From an optimization exercise on the open Yosys and OpenROAD flow, aimed at small area; shortcuts taken in it are not production practice.
Only simulation tests tie the RTL to the original design; equivalence was not proved.
Power figures rest on the tool's default switching activity, not on a simulated workload.

--- design.v ---
`timescale 1ns/1ps
module vdp_o22ai (
    input  logic a1, a2, b1, b2,
    output logic y
);
    assign y = ~((a1 | a2) & (b1 | b2));
endmodule
module vdp_nor4 (
    input  logic a, b, c, d,
    output logic y
);
    assign y = ~(a | b | c | d);
endmodule
module vdp_a222oi (
    input  logic a1, b1, a2, b2, a3, b3,
    output logic y
);
    assign y = ~((a1 & b1) | (a2 & b2) | (a3 & b3));
endmodule
module vdp_sel_tail (
    input  logic p0, p1, a1, b1, a2, b2,
    output logic y
);
    assign y = ~(p0 & p1 & ~((a1 & b1) | (a2 & b2)));
endmodule
module vdp_sel8 (
    input  logic [7:0] d,
    input  logic [7:0] s,
    output logic       y
);
    logic p0, p1;
    vdp_a222oi u_p0 (.a1(d[0]), .b1(s[0]), .a2(d[1]), .b2(s[1]), .a3(d[2]), .b3(s[2]), .y(p0));
    vdp_a222oi u_p1 (.a1(d[3]), .b1(s[3]), .a2(d[4]), .b2(s[4]), .a3(d[5]), .b3(s[5]), .y(p1));
    vdp_sel_tail u_y (.p0, .p1, .a1(d[6]), .b1(s[6]), .a2(d[7]), .b2(s[7]), .y);
endmodule
module vdp_ao22 (
    input  logic a1, b1, a2, b2,
    output logic y
);
    assign y = (a1 & b1) | (a2 & b2);
endmodule
module vdp_reg_bit (
    input  logic CLK,
    input  logic ld,
    input  logic hold,
    input  logic d,
    output logic q
);
    always_ff @(posedge CLK)
        q <= (q & hold) | (d & ld);
endmodule
module vdp_dec3 (
    input  logic [2:0] x,
    output logic [7:0] y
);
    always_comb
        for (int i = 0; i < 8; i++) y[i] = x == i;
endmodule
module vdp_inv (
    input  logic a,
    output logic y
);
    assign y = ~a;
endmodule
module vdp_nand2 (
    input  logic a, b,
    output logic y
);
    assign y = ~(a & b);
endmodule
module vdp_nor2 (
    input  logic a, b,
    output logic y
);
    assign y = ~(a | b);
endmodule
module vdp_row_en (
    input  logic a_n,
    input  logic b_n,
    input  logic rst,
    output logic ld,
    output logic hold
);
    vdp_nor2 u_ld (.a(a_n), .b(b_n), .y(ld));
    vdp_nor2 u_hold (.a(ld), .b(rst), .y(hold));
endmodule
module vdp_register_file (
    input  logic        CLK,
    input  logic        RESET_n,
    input  logic [5:0]  idx,         
    input  logic        reg_wr,      
    input  logic [7:0]  CD_IN,
    input  logic        inc_w,       
    input  logic        inc_r,       
    input  logic [18:0] addr_inc,    
    output logic [7:0]  reg_rdata,   
    output logic [18:0] vram_waddr,
    output logic [18:0] vram_raddr,
    output logic        waddr_ih,
    output logic        raddr_ih,
    output logic [2:0]  int_enable,
    output logic [3:0]  cmd_op,
    output logic        wr_cmd       
);
    logic [7:0] regs [0:63];
    logic [7:0] a, b, a_n, bw_n;
    logic       rst;
    assign rst = ~RESET_n;
    vdp_dec3 u_deca (.x(idx[2:0]), .y(a));
    vdp_dec3 u_decb (.x(idx[5:3]), .y(b));
    genvar i;
    generate
        for (i = 0; i < 8; i++) begin : g_dec
            vdp_inv   u_an (.a(a[i]), .y(a_n[i]));
            vdp_nand2 u_bw (.a(b[i]), .b(reg_wr), .y(bw_n[i]));
        end
    endgenerate
    logic [18:0] adata, cd3;
    logic        wr_n;
    assign cd3  = {CD_IN[2:0], CD_IN, CD_IN};
    assign wr_n = ~reg_wr;
    genvar c;
    generate
        for (c = 0; c < 19; c++) begin : g_ad
            vdp_ao22 u_m (.a1(cd3[c]), .b1(reg_wr), .a2(addr_inc[c]), .b2(wr_n), .y(adata[c]));
        end
    endgenerate
    logic ldw, holdw, ldr, holdr;
    assign ldw   = inc_w & RESET_n;
    assign holdw = ~inc_w & RESET_n;
    assign ldr   = inc_r & RESET_n;
    assign holdr = ~inc_r & RESET_n;
    logic [63:0] row_ld;
    genvar r, k;
    generate
        for (r = 0; r < 64; r++) begin : g_row
            logic ld, hold;
            logic [7:0] ld_b, hold_b, d;
            vdp_row_en u_en (.a_n(a_n[r % 8]), .b_n(bw_n[r / 8]), .rst, .ld, .hold);
            assign row_ld[r] = ld;
            if (r <= 5) begin : g_addr
                localparam int NB = (r == 2 || r == 5) ? 3 : 8;
                for (k = 0; k < 8; k++) begin : g_b
                    if (k < NB) begin : g_a
                        assign ld_b[k]   = ld | (r <= 2 ? ldw : ldr);
                        assign hold_b[k] = hold & (r <= 2 ? holdw : holdr);
                        assign d[k]      = adata[(r % 3) * 8 + k];
                    end else begin : g_c
                        assign ld_b[k]   = ld;
                        assign hold_b[k] = hold;
                        assign d[k]      = CD_IN[k];
                    end
                end
            end else begin : g_gen
                assign ld_b   = {8{ld}};
                assign hold_b = {8{hold}};
                assign d      = CD_IN;
            end
            for (k = 0; k < 8; k++) begin : g_bit
                vdp_reg_bit u_bit (.CLK, .ld(ld_b[k]), .hold(hold_b[k]), .d(d[k]), .q(regs[r][k]));
            end
        end
        for (k = 0; k < 8; k++) begin : g_rd
            logic [7:0] grp;
            for (r = 0; r < 8; r++) begin : g_grp
                vdp_sel8 u_s1 (
                    .d({regs[8*r+7][k], regs[8*r+6][k], regs[8*r+5][k], regs[8*r+4][k],
                        regs[8*r+3][k], regs[8*r+2][k], regs[8*r+1][k], regs[8*r][k]}),
                    .s(a), .y(grp[r]));
            end
            vdp_sel8 u_s2 (.d(grp), .s(b), .y(reg_rdata[k]));
        end
    endgenerate
    assign vram_waddr = {regs[2][2:0], regs[1], regs[0]};
    assign vram_raddr = {regs[5][2:0], regs[4], regs[3]};
    assign waddr_ih   = regs[2][7];
    assign raddr_ih   = regs[5][7];
    assign int_enable = regs[9][2:0];
    assign cmd_op     = regs[52][7:4];
    assign wr_cmd     = row_ld[52];
endmodule
`timescale 1ns/1ps
module cpu_port_top (
    input  logic        CLK,
    input  logic        RESET_n,
    input  logic        CSR_n,
    input  logic        CSW_n,
    input  logic [3:0]  MODE,
    input  logic [7:0]  CD_IN,
    output logic [7:0]  CD_OUT,
    output logic        WAIT_n,
    output logic        INT0_n,
    output logic        INT1_n,
    output logic        vram_we_n,
    output logic        vram_oe_n,
    output logic [18:0] vram_addr,
    output logic [7:0]  vram_din,
    input  logic [7:0]  vram_dout,
    input  logic        vram_busy,
    input  logic        stat_tr,
    input  logic        stat_vr,
    input  logic        stat_hr,
    input  logic        stat_bd,
    input  logic        stat_eo,
    input  logic        stat_ce,
    input  logic        ce_event,
    input  logic        hi_event,
    input  logic        vi_event,
    output logic        srs,
    output logic        mcs,
    output logic        cmd_start,
    output logic [3:0]  cmd_op
);
    logic prev_csr_n, prev_csw_n;
    always_ff @(posedge CLK) begin
        prev_csr_n <= CSR_n;
        prev_csw_n <= CSW_n;
    end
    logic rd_edge, wr_edge;
    assign rd_edge = prev_csr_n & ~CSR_n;
    assign wr_edge = prev_csw_n & ~CSW_n;
    logic vram_wr, vram_rd, reg_wr, reg_rd, ptr_wr, int_wr, sys_wr;
    assign vram_wr = wr_edge && MODE == 4'd0 && WAIT_n;
    assign vram_rd = rd_edge && MODE == 4'd0 && WAIT_n;
    assign reg_wr  = wr_edge && MODE == 4'd3;
    assign reg_rd  = rd_edge && MODE == 4'd3;
    assign ptr_wr  = wr_edge && MODE == 4'd4;
    assign int_wr  = wr_edge && MODE == 4'd6;
    assign sys_wr  = wr_edge && MODE == 4'd7;
    logic [7:0] ptr;             
    logic [5:0] idx;
    assign idx = ptr[5:0];
    logic       ptr_inc, ptr_ld, ptr_hold, ptr_ldi, ptr_holdi, ptr_wr_n;
    logic [5:0] idx_inc, ptr_d;
    assign ptr_inc   = (reg_wr && !ptr[7]) || (reg_rd && !ptr[6]);
    assign ptr_ld    = ptr_wr & RESET_n;
    assign ptr_hold  = ~ptr_wr & RESET_n;
    assign ptr_ldi   = (ptr_wr | ptr_inc) & RESET_n;
    assign ptr_holdi = ~(ptr_wr | ptr_inc) & RESET_n;
    assign ptr_wr_n  = ~ptr_wr;
    assign idx_inc   = idx + 6'd1;       
    genvar k;
    generate
        for (k = 0; k < 6; k++) begin : g_ptr
            vdp_ao22 u_d (.a1(CD_IN[k]), .b1(ptr_wr), .a2(idx_inc[k]), .b2(ptr_wr_n), .y(ptr_d[k]));
            vdp_reg_bit u_bit (.CLK, .ld(ptr_ldi), .hold(ptr_holdi), .d(ptr_d[k]), .q(ptr[k]));
        end
        for (k = 6; k < 8; k++) begin : g_inh
            vdp_reg_bit u_bit (.CLK, .ld(ptr_ld), .hold(ptr_hold), .d(CD_IN[k]), .q(ptr[k]));
        end
    endgenerate
    logic strobe;                
    logic acc_rd;                
    logic done;                  
    assign done = !WAIT_n && !strobe && !vram_busy;
    always_ff @(posedge CLK or negedge RESET_n) begin
        if (!RESET_n) begin
            WAIT_n <= 1'b1;
            strobe <= 1'b0;
        end else begin
            if (vram_wr || vram_rd) begin
                WAIT_n <= 1'b0;
                strobe <= 1'b1;
            end else if (strobe) begin
                if (vram_busy) strobe <= 1'b0;
            end else if (done) begin
                WAIT_n <= 1'b1;
            end
        end
    end
    logic go, go_n;
    assign go   = vram_wr | vram_rd;
    assign go_n = ~go;
    vdp_reg_bit u_acc_rd (.CLK, .ld(go), .hold(go_n), .d(vram_rd), .q(acc_rd));
    logic vram_wr_n;
    assign vram_wr_n = ~vram_wr;
    generate
        for (k = 0; k < 8; k++) begin : g_din
            vdp_reg_bit u_bit (.CLK, .ld(vram_wr), .hold(vram_wr_n), .d(CD_IN[k]), .q(vram_din[k]));
        end
    endgenerate
    assign vram_we_n = !(strobe && !acc_rd);
    assign vram_oe_n = !(strobe && acc_rd);
    logic [18:0] waddr, raddr, addr_inc;
    logic        waddr_ih, raddr_ih, inc_w, inc_r;
    logic [2:0]  int_enable;
    logic [7:0]  reg_rdata;
    logic        wr_cmd;
    logic acc_wr;
    assign acc_wr = ~acc_rd;
    genvar c;
    generate
        for (c = 0; c < 19; c++) begin : g_va
            vdp_ao22 u_m (.a1(raddr[c]), .b1(acc_rd), .a2(waddr[c]), .b2(acc_wr), .y(vram_addr[c]));
        end
    endgenerate
    assign addr_inc  = vram_addr + 19'd1;
    assign inc_w = done && !acc_rd && !waddr_ih;
    assign inc_r = done &&  acc_rd && !raddr_ih;
    vdp_register_file u_regs (
        .CLK, .RESET_n, .idx, .reg_wr, .CD_IN, .inc_w, .inc_r, .addr_inc,
        .reg_rdata, .vram_waddr(waddr), .vram_raddr(raddr), .waddr_ih, .raddr_ih,
        .int_enable, .cmd_op, .wr_cmd
    );
    always_ff @(posedge CLK)
        cmd_start <= wr_cmd;
    logic [2:0] flags, events;
    assign events = {ce_event, hi_event, vi_event};
    always_ff @(posedge CLK)
        flags <= (flags | events) & ~(CD_IN[2:0] & {3{int_wr}}) & {3{RESET_n}};
    assign INT0_n = !((flags[2] && int_enable[2]) || (flags[0] && int_enable[0]));
    assign INT1_n = !(flags[1] && int_enable[1]);
    logic sys_ld, sys_hold;
    assign sys_ld   = sys_wr & RESET_n;
    assign sys_hold = ~sys_wr & RESET_n;
    vdp_reg_bit u_srs (.CLK, .ld(sys_ld), .hold(sys_hold), .d(CD_IN[1]), .q(srs));
    vdp_reg_bit u_mcs (.CLK, .ld(sys_ld), .hold(sys_hold), .d(CD_IN[0]), .q(mcs));
    logic       ld_v, ld_3, ld_5, ld_6, ld_ff, cd_hold;
    logic [7:0] status_byte, int_byte, cd_next;
    assign ld_v    = done & acc_rd;
    assign ld_3    = rd_edge && MODE == 4'd3;
    assign ld_5    = rd_edge && MODE == 4'd5;
    assign ld_6    = rd_edge && MODE == 4'd6;
    assign ld_ff   = (rd_edge && MODE != 4'd0 && MODE != 4'd3 && MODE != 4'd5 && MODE != 4'd6) || !RESET_n;
    assign cd_hold = ~(ld_v | ld_3 | ld_5 | ld_6 | ld_ff);
    assign status_byte = {stat_tr, stat_vr, stat_hr, stat_bd, 1'b0, mcs, stat_eo, stat_ce};
    assign int_byte    = {5'b00000, flags | events};
    generate
        for (k = 0; k < 8; k++) begin : g_cd
            logic p;
            vdp_a222oi u_p (.a1(CD_OUT[k]), .b1(cd_hold), .a2(vram_dout[k]), .b2(ld_v),
                            .a3(reg_rdata[k]), .b3(ld_3), .y(p));
            if (k < 3) begin : g_i
                vdp_cd_tail u_t (.p, .st(status_byte[k]), .l5(ld_5), .iv(int_byte[k]), .l6(ld_6),
                                 .lff(ld_ff), .y(cd_next[k]));
            end else if (k != 3) begin : g_s
                vdp_cd_tail_s u_t (.p, .st(status_byte[k]), .l5(ld_5), .lff(ld_ff), .y(cd_next[k]));
            end else begin : g_z
                vdp_nand2b u_t (.p, .lff(ld_ff), .y(cd_next[k]));
            end
        end
    endgenerate
    always_ff @(posedge CLK)
        CD_OUT <= cd_next;
endmodule
module vdp_cd_tail (
    input  logic p, st, l5, iv, l6, lff,
    output logic y
);
    assign y = ~(p & ~((st & l5) | (iv & l6) | lff));
endmodule
module vdp_cd_tail_s (
    input  logic p, st, l5, lff,
    output logic y
);
    assign y = ~(p & ~((st & l5) | lff));
endmodule
module vdp_nand2b (
    input  logic p, lff,
    output logic y
);
    assign y = ~(p & ~lff);
endmodule
--- flow/run.sh ---
#!/bin/bash
set -euo pipefail
export REMOVE_ABC_BUFFERS=1
export BUFFER_PORTS_ARGS="-buffer_cell sky130_fd_sc_hd__buf_1"
export CTS_ARGS="-sink_clustering_enable -repair_clock_nets -buf_list sky130_fd_sc_hd__clkbuf_8 -sink_clustering_size 17 -sink_clustering_max_diameter 60 -dont_use_dummy_load"
bash standard.sh > standard.log 2>&1
--- standard.sh ---
#!/bin/bash
# synth_recipe.tcl (not shown) runs the flow's synth.tcl, then flattens the netlist and writes it again
# the make line also repeats each setting of config.mk as NAME=value (left out here)
make -C /OpenROAD-flow-scripts/flow DESIGN_CONFIG=/design/flow/config.mk WORK_HOME=/design/flow/orfs CLKGATE_MAP_FILE= SYNTH_SCRIPT=/design/flow/synth_recipe.tcl "${@:-finish}"
--- config.mk ---
export PLATFORM = sky130hd
export DESIGN_NAME = cpu_port_top
export DESIGN_NICKNAME = cpu_port_top
export VERILOG_FILES = /design/flow/design.v
export SDC_FILE = /design/flow/constraint.sdc
export NUM_CORES = 4
export LEC_CHECK = 0
export CAP_MARGIN = 5
export CORE_MARGIN = 2
export CORE_UTILIZATION = 55
export SLEW_MARGIN = 5
export SYNTH_HIERARCHICAL = 1
--- constraint.sdc ---
create_clock -name core_clock -period 10.0 [get_ports {CLK}]
set_input_delay 2.0000 -clock core_clock [delete_from_list [all_inputs] [get_ports {CLK}]]
set_output_delay 2.0000 -clock core_clock [all_outputs]
set_load 0.01 [all_outputs]
==> summary.md, run 1 <==
| Metric | Value |
|---|---|
| Most frequent cells in the layout | 575 x a22o_1, 545 x dfxtp_1, 152 x a222oi_1, 141 x nor2_1, 86 x nand3_1 |
| Cell breakdown of the critical path | buf_1 > nand2_1 > or3_1 > nor2_2 > buf_4 > nand2_1 > nor2_1 > nor2_1 > a22o_1 |
| #FFs+latches synth | 547 |
| Crit path capture type | flip-flop |
| 1st-iter DRT viols | 2354 |
| Synth Instances | between 1500 and 2000 |
| Total GRT Usage | between 30% and 40% |
| Overflow after GRT | 0 |
| Routed wl met2 | 27900 microns |
| Non-filler instance count after layout | 2340 |
| Drt wl/cell | ~28 microns |
| Post_cts resized | 0 |
| 1st-pass router iterations | 13 |
| Top cell type's share of synthesized area | between 50% and 60% |
| Crit path arrival time | slightly below 5 ns |
| # DRC | 0 |
| First-pass GRT wire length | just over 100000 microns |
| Vias | around 17000 |
| RSZ-0062 raised after global routing | no |
| Hold/Removal Path Class | flip-flop to flip-flop |
| CTS Sinks | roughly 550 |
| ANT nets after route | 0 |
| # IOs | 81 |
| Slew margin rel. | 20.4% |
| Final slew viol count | 0 |
| Via/cell ratio | between 7 and 8 |
| Cell area after synthesis | between 20000 and 25000 sq um |
| Area Overhead vs Synth | 7.62% |
| Hold Startpoint | u_regs.g_row[63].g_bit[7].u_bit.q |
| Chip width | 195 microns |
| CP top delay family | simple AND/OR/NAND/NOR gates |
| Crit-path max FO | 28 |
| Layout cells sized above 1 | roughly 5.4% |
| Final Wtd Congestion | between 0.8 and 0.9 |
| Die height | between 150 and 200 microns |
| Final TNS setup | 0 ns |
| Leak pwr | slightly above 8 nW |
| Crit-path max cell delay | roughly 0.68 ns |
| DP Worst Slack | roughly 5 ns |
| Clock latency on the worst-skew pair | 0.62 ns |
| Peak supply drop | 0.136 mV |
| Total core area | roughly 36000 sq um |
| Critical path data required time | around 11 ns |
| Post-DP HPWL | about 40000 microns |
| Buf/Inv on CP | 2 |
| Total Die Area | 38200 sq um |
| Clock root buffer | clkbuf_8 |
| Clock Tree Buf Depth | 3 |
| Maxcap violations | 0 |
| Placed Cells | between 2000 and 2500 |
| CP Class | input pin to flip-flop |
| Status | finished clean |
| Routed length on met3 | between 6000 and 7000 microns |
| Synth cell types | 39 |
| Most common cell after layout, fill and taps aside | a22o_1 |
| Final Total Pwr | about 3.4 mW |
| Initial Utilization | around 55% |
| Filler cell count | 3173 |
| Sequential element share of the synthesized area | 54.4% |
| Antenna cells | 0 |
| Yosys top cell by area | dfxtp_1 |
| Initial antenna violation count | 0 |
| Min cycle time layout | 4.40 ns |
| Met1 wire length | roughly 29000 microns |
| PwrDens | around 160 nW/um^2 |
| Tcrit/Tclk final | between 40% and 50% |
| FP Rows | 70 |
| Worst setup margin | between 5 and 6 ns |
| Critical Path Source Type | input pin |
| Layout Skew | 0.0585 ns |
| Detailed Route WL | around 66000 microns |
| Max layer used | met4 |
| Largest cells by area after synthesis | dfxtp_1 54%, a22o_1 25%, a222oi_1 7.6% |
| Number of nets in the layout | approximately 1900 |
| Worst r2r src | g_ptr[2].u_bit.q |
| Setup crit start | MODE[1] |
| Vias in the first global route | about 16000 |
| PortBufs | 80 |
| Post-CTS setup buffers | 0 |
| Avg Cell Area, Syn | around 12 sq um |
| # setup viols final | 0 |
| Slowest CP cell | nor2_1 |
| Yosys warns | 11 |
| Final hold violations | 0 |
| Least-Margin Pin Slew | 1.18 ns |
| Largest net degree at the start of global routing | 66 |
| Hold_buf cts | 0 |
| CTS H-Tree Depth | 2 |
| Clock-pin slew on the worst setup and hold paths | about 0.080 ns |
| Max Freq | around 0.23 GHz |
| CTS tree | done |
| CTS Buf Count | 43 |
## synth_stat cells (all sizes together)
master / n
a21o: 7
a21oi: 4
a222oi: 152
a22o: 575
a22oi: 73
and2: 2
and3: 5
and3b: 12
buf: 16
clkbuf: 1
dfrtp: 1
dfstp: 1
dfxtp: 545
ha: 2
inv: 20
nand2: 33
nand2b: 5
nand3: 86
nand3b: 5
nand4: 4
nand4b: 3
nor2: 142
nor2b: 1
nor3: 7
nor3b: 7
nor4: 2
o21a: 1
o21ai: 3
o22ai: 1
or2: 4
or3: 1
or4: 1
xnor2: 18
xor2: 5
## worst paths after layout
kind,slack [ns],endpoint,depth (start not counted)
setup / recovery,5.60,u_regs.g_row[12].g_bit[3].u_bit.q,9
hold reg to reg,0.49,u_regs.g_row[63].g_bit[7].u_bit.q,1
setup reg to reg,5.72,u_regs.g_row[40].g_bit[5].u_bit.q,6
max in group asynchronous,8.38,WAIT_n,2
min in group asynchronous,1.36,strobe,2
hold / removal,0.49,u_regs.g_row[63].g_bit[7].u_bit.q,1
## layout make-up
| cell class | count | area [sq um] | share of cell area (%) |
|---|---|---|---|
| inverters | 20 | 75.1 | 0.346 |
| flip-flops and latches | 547 | 11000 | 50.6 |
| repair buffers | 101 | 468 | 2.16 |
| multi-input cells | 1161 | 8990 | 41.5 |
| clock buffers | 43 | 592 | 2.73 |
| well taps | 468 | 586 | 2.70 |
## modules after synthesis (local to each module, per instance), a selection
module	area (sq um)	flops+latches	cells	copies in the design
vdp_nor2	3.75	0	1	128
vdp_inv	3.75	0	1	8
vdp_dec3	65.1	0	8	2
vdp_sel_tail	12.5	0	2	72
vdp_ao22	8.76	0	1	44
vdp_a222oi	10.0	0	1	152
vdp_reg_bit	28.8	1	2	531
## worst reg2reg max path: cells and delay by family (launching register included)
kind            cells  cell delay [ns]
compound gates      1             0.28
buf+inv             2             1.30
flops               1             0.45
simple gates        3             2.13
## per-stage QoR
step / hold WS, ns / util (%) / area [sq um]
3_3_place_gp: 0.466 / 58.0 / 21100
2_1_floorplan: 0.455 / - / 20000
5_1_grt: 0.506 / 59.6 / 21700
3_5_place_dp: 0.470 / 58.0 / 21100
4_1_cts: 0.488 / 59.6 / 21700
6_report: 0.485 / 59.6 / 21700
## state kept, by name, summed over array words and instances, names as in the netlist, 2 cells and up
| signal | flops |
|---|---|
| u_regs.g_row.g_bit.u_bit.q | 512 |
| g_ptr.u_bit.q | 6 |
| g_inh.u_bit.q | 2 |
| CD_OUT | 8 |
| g_din.u_bit.q | 8 |
| flags | 3 |
## cell families after synthesis
family | Yosys count | synth area share, %
compound gates | 816 | 35.8
flops | 547 | 54.4
simple gates | 320 | 7.60
buf+inv | 37 | 1.04
xor+xnor | 23 | 1.00
fa+ha+maj | 2 | 0.124
## report_power, final
| group | switching (mW) | internal [mW] | total, mW |
|---|---|---|---|
| clock | 0.691 | 0.387 | 1.08 |
| combinational | 0.127 | 0.0322 | 0.159 |
| sequential | 0.00829 | 2.19 | 2.20 |
## metal layers
layer / vias up / track usage (%)
met2: 918 / 48.9
li1: 7585 / -
met3: 161 / 6.55
met1: 8624 / 49.5
met4: 0 / 14.5
met5: - / 0
==> run 2, diff against run 1 <==
==> flow/run.sh (replaced) <==
#!/bin/bash
set -euo pipefail
export REMOVE_ABC_BUFFERS=1
export BUFFER_PORTS_ARGS="-buffer_cell sky130_fd_sc_hd__buf_1"
export CTS_ARGS="-sink_clustering_enable -repair_clock_nets -buf_list sky130_fd_sc_hd__clkbuf_8 -sink_clustering_size 19 -sink_clustering_max_diameter 50 -dont_use_dummy_load"
bash standard.sh > standard.log 2>&1
--- a/config.mk
+++ b/config.mk
@@ -9,3 +9,4 @@
 export CORE_MARGIN = 2
-export CORE_UTILIZATION = 55
+export CORE_UTILIZATION = 60
+export PLACE_DENSITY = 0.66
 export SLEW_MARGIN = 5
==> summary.md, run 2 <==
| Metric | Value |
|---|---|
| ANT nets after route | 0 (unchanged) |
| Layout cells sized above 1 | 5.60% (+0.15 points) |
| Crit path arrival time | 4.90 ns (about the same) |
| Avg Cell Area, Syn | 11.5 sq um (unchanged) |
| RSZ-0062 raised after global routing | no |
| Buf/Inv on CP | 2 (unchanged) |
| Final Total Pwr | 3.42 mW (-0.35%) |
| Initial Utilization | 60.5% (+5.1 points) |
| Slew margin rel. | 24.4% (+4.1 points) |
| Min cycle time layout | 4.46 ns (+0.0564 ns) |
| Detailed Route WL | 63700 microns (-4.1%) |
| Number of nets in the layout | 1913 (+0.16%) |
| 1st-pass router iterations | 13 (unchanged) |
| Routed wl met2 | 27700 microns (-0.68%) |
| # IOs | 81 (unchanged) |
| Top-count cell post-synth | a22o_1 |
| #FFs+latches synth | 547 (unchanged) |
| Peak supply drop | 0.136 mV (+0.29%) |
| Synth cell types | 39 (unchanged) |
| Post_cts resized | 0 (unchanged) |
| CTS Buf Count | 44 (+2.3%) |
| Max layer used | met4 |
| Yosys warns | 11 (unchanged) |
| Status | finished clean |
| Yosys top cell by area | dfxtp_1 |
| Synth Instances | 1745 (unchanged) |
| Area Overhead vs Synth | 7.63% (about the same) |
| Die height | 187 microns (-4.2%) |
| Slowest CP cell | nor2_1 |
| Tcrit/Tclk final | 44.6% (+0.56 points) |
| 1st-iter DRT viols | 2871 (+22%) |
| Most frequent cells in the layout | 575 x a22o_1, 545 x dfxtp_1, 152 x a222oi_1, 141 x nor2_1, 86 x nand3_1 |
| Largest registers | u_regs.g_row.g_bit.u_bit.q (512), CD_OUT (8), g_din.u_bit.q (8) |
| Hold/Removal Path Class | flip-flop to flip-flop |
| Crit-path max cell delay | 0.57 ns (-0.11 ns) |
| FP Rows | 67 (-4.3%) |
| Total Die Area | 35100 sq um (-8.2%) |
| Maxcap violations | 0 (unchanged) |
| CP top delay family | simple AND/OR/NAND/NOR gates |
| Antenna cells | 0 (unchanged) |
| Fin Hold WS | 0.487 ns (+0.00234 ns) |
| Final hold violations | 0 (unchanged) |
| Largest register FFs | 512 (unchanged) |
| Async SR Flop Fraction | 0.366% (unchanged) |
| Final TNS setup | 0 ns (unchanged) |
| Cell area after synthesis | 20100 sq um (unchanged) |
| Largest cells by area after synthesis | dfxtp_1 54%, a22o_1 25%, a222oi_1 7.6% |
| Drt wl/cell | 27.4 microns (-3.4%) |
| Clock-pin slew on the worst setup and hold paths | 0.07 ns (about the same) |
| DP Worst Slack | 5.09 ns (-0.0191 ns) |
| Final Wtd Congestion | 0.893 (+1.2%) |
| CTS H-Tree Depth | 2 (unchanged) |
| Cell breakdown of the critical path | buf_1 > nand2_1 > or3_1 > nor2_2 > buf_4 > nand2_1 > nor2_1 > nor2_1 > and3b_2 > a22o_1 |
| Critical Path Source Type | input pin |
| Via/cell ratio | 7.49 (+1.4%) |
| Met1 wire length | 27100 microns (-6.8%) |
| Register with the most flip-flops | u_regs.g_row.g_bit.u_bit.q |
| PortBufs | 80 (unchanged) |
| Least-Margin Pin Slew | 1.13 ns (-0.0548 ns) |
| Leak pwr | 8.06 nW (+0.25%) |
| Layout Skew | 0.0733 ns (+0.0148 ns) |
| Critical path data required time | 10.44 ns (-0.06 ns) |
| Hold_buf cts | 0 (unchanged) |
| Vias | 17400 (+0.70%) |
| Initial antenna violation count | 0 (unchanged) |
| Total core area | 33300 sq um (-8.4%) |
| First-pass GRT wire length | 97800 microns (-2.9%) |
| Crit path capture type | flip-flop |
| Top cell type's share of synthesized area | 54.2% (unchanged) |
| Crit-path max FO | 28 (unchanged) |
| Clock latency on the worst-skew pair | 0.62 ns (about the same) |
| CTS tree | done |
| # setup viols final | 0 (unchanged) |
| Worst setup margin | 5.54 ns (-0.0564 ns) |
| Routed length on met3 | 6440 microns (-1.9%) |
| Vias in the first global route | 16200 (-0.86%) |
| Chip width | 187 microns (-4.2%) |
| CP Class | input pin to flip-flop |
| Overflow after GRT | 0 (unchanged) |
| Clock Tree Buf Depth | 3 (unchanged) |
| Area after DPL | 21100 sq um (about the same) |
| PwrDens | 158 nW/um^2 (-0.36%) |
| Final Instance Area | 21700 sq um (about the same) |
| Post-CTS setup buffers | 0 (unchanged) |
| Post-DP HPWL | 39000 microns (-2.3%) |
| Top cells by count, synth | 575 x a22o_1, 545 x dfxtp_1, 152 x a222oi_1 |
| Total GRT Usage | 35.2% (+1.3 points) |
| Clock root buffer | clkbuf_8 |
| Largest net degree at the start of global routing | 66 (unchanged) |
| Most common cell after layout, fill and taps aside | a22o_1 |
| CTS Sinks | 547 (unchanged) |
| Final slew viol count | 0 (unchanged) |
| Max Freq | 0.224 GHz (-1.3%) |
| Top_reg_cell synth | dfxtp_1 |
| # DRC | 0 (unchanged) |
| Sequential element share of the synthesized area | 54.4% (unchanged) |
| EDFF count, synth | 0 (unchanged) |
-- run 2: power by group --
| part | total [mW] | switching (mW) | internal [mW] |
|---|---|---|---|
| registers | 2.20 | 0.00858 | 2.19 |
| logic | 0.154 | 0.122 | 0.0325 |
| clock network | 1.07 | 0.675 | 0.395 |
-- run 2: Yosys stat by module (local to each module, per instance), excerpt --
module	times used	flip-flops and latches
vdp_cd_tail	3	0
vdp_register_file	1	0
vdp_nand2	8	0
vdp_cd_tail_s	4	0
vdp_nor2	128	0
vdp_inv	8	0
vdp_sel_tail	72	0
vdp_a222oi	152	0
vdp_ao22	44	0
vdp_reg_bit	531	1
cpu_port_top	1	16
vdp_nand2b	1	0
vdp_dec3	2	0
-- run 2: final cells by class --
| class | count | area [sq um] |
|---|---|---|
| Tap cell | 448 | 561 |
| Fill cell | 2709 | 11600 |
| Timing Repair Buffer | 103 | 483 |
| Sequential cell | 547 | 11000 |
| Clock buffer | 44 | 606 |
| Multi-Input combinational cell | 1161 | 8990 |
| Inverter | 20 | 75.1 |
-- run 2: cell families (layout without fill, tap and decap cells) --
family	after synthesis	count (layout)	synth area share, %
adders and majority gates	2	2	0.124
and+or+nand+nor	320	320	7.60
DFF	547	547	54.4
xor gates and xnor gates	23	23	1.00
AOI/OAI and AO/OA	816	816	35.8
buffers and inverters	37	167	1.04
-- run 2: routing by layer --
metal  global-route usage [%]  vias up
met3                     5.82      169
met1                     50.5     8569
li1                         -     7594
met4                     13.9        0
met5                        0        -
met2                     53.2     1077
-- run 2: worst paths after layout --
kind	from	endpoint	slack [ns]	cells past startpoint
worst min register to register	u_regs.g_row[41].g_bit[3].u_bit.q	u_regs.g_row[41].g_bit[3].u_bit.q	0.49	1
worst max register to register	g_ptr[2].u_bit.q	u_regs.g_row[32].g_bit[6].u_bit.q	5.87	6
min in group asynchronous	RESET_n	strobe	1.39	2
worst min-delay path	u_regs.g_row[41].g_bit[3].u_bit.q	u_regs.g_row[41].g_bit[3].u_bit.q	0.49	1
worst max-delay path	MODE[1]	u_regs.g_row[5].g_bit[1].u_bit.q	5.54	10
max in group asynchronous	RESET_n	WAIT_n	8.35	2
-- run 2: through the flow --
step	utilization, %	instances
5_1_grt	65.1	2323
2_1_floorplan	-	1728
4_1_cts	65.1	2323
3_3_place_gp	63.3	2279
6_report	65.1	2323
3_5_place_dp	63.3	2279

## what the ideal ports hide
Ports are ideal in the flow. The routed layouts listed here were re-timed in OpenROAD. Step 1: set_driving_cell puts a clkbuf_16 on CLK and a buf_2 on each other input, an assumption about the parent block. Step 2 adds t to the input delays and takes it off the output delays; t is the mean of the earliest and latest rising clock arrival at the registers after step 1. Input paths then give back, and output paths get back, about the clock's delay inside the block. a / b / c = ideal / step 1 / step 2; a / b = the first two.
run	shift t [ns]	slack for setup (ns)	worst hold slack (ns)	clock arrival spread, ns
run 1	0.648	5.596 / 5.627 / 4.979	0.485 / 0.485 / 0.485	0.060 / 0.060
run 2	0.631	5.540 / 5.565 / 4.933	0.487 / 0.487 / 0.487	0.076 / 0.077
After both steps setup and hold are still met in every run listed. For run 1, which loses most, drivers alone change the setup slack by +0.031 ns; drivers and shift together by -0.617 ns.
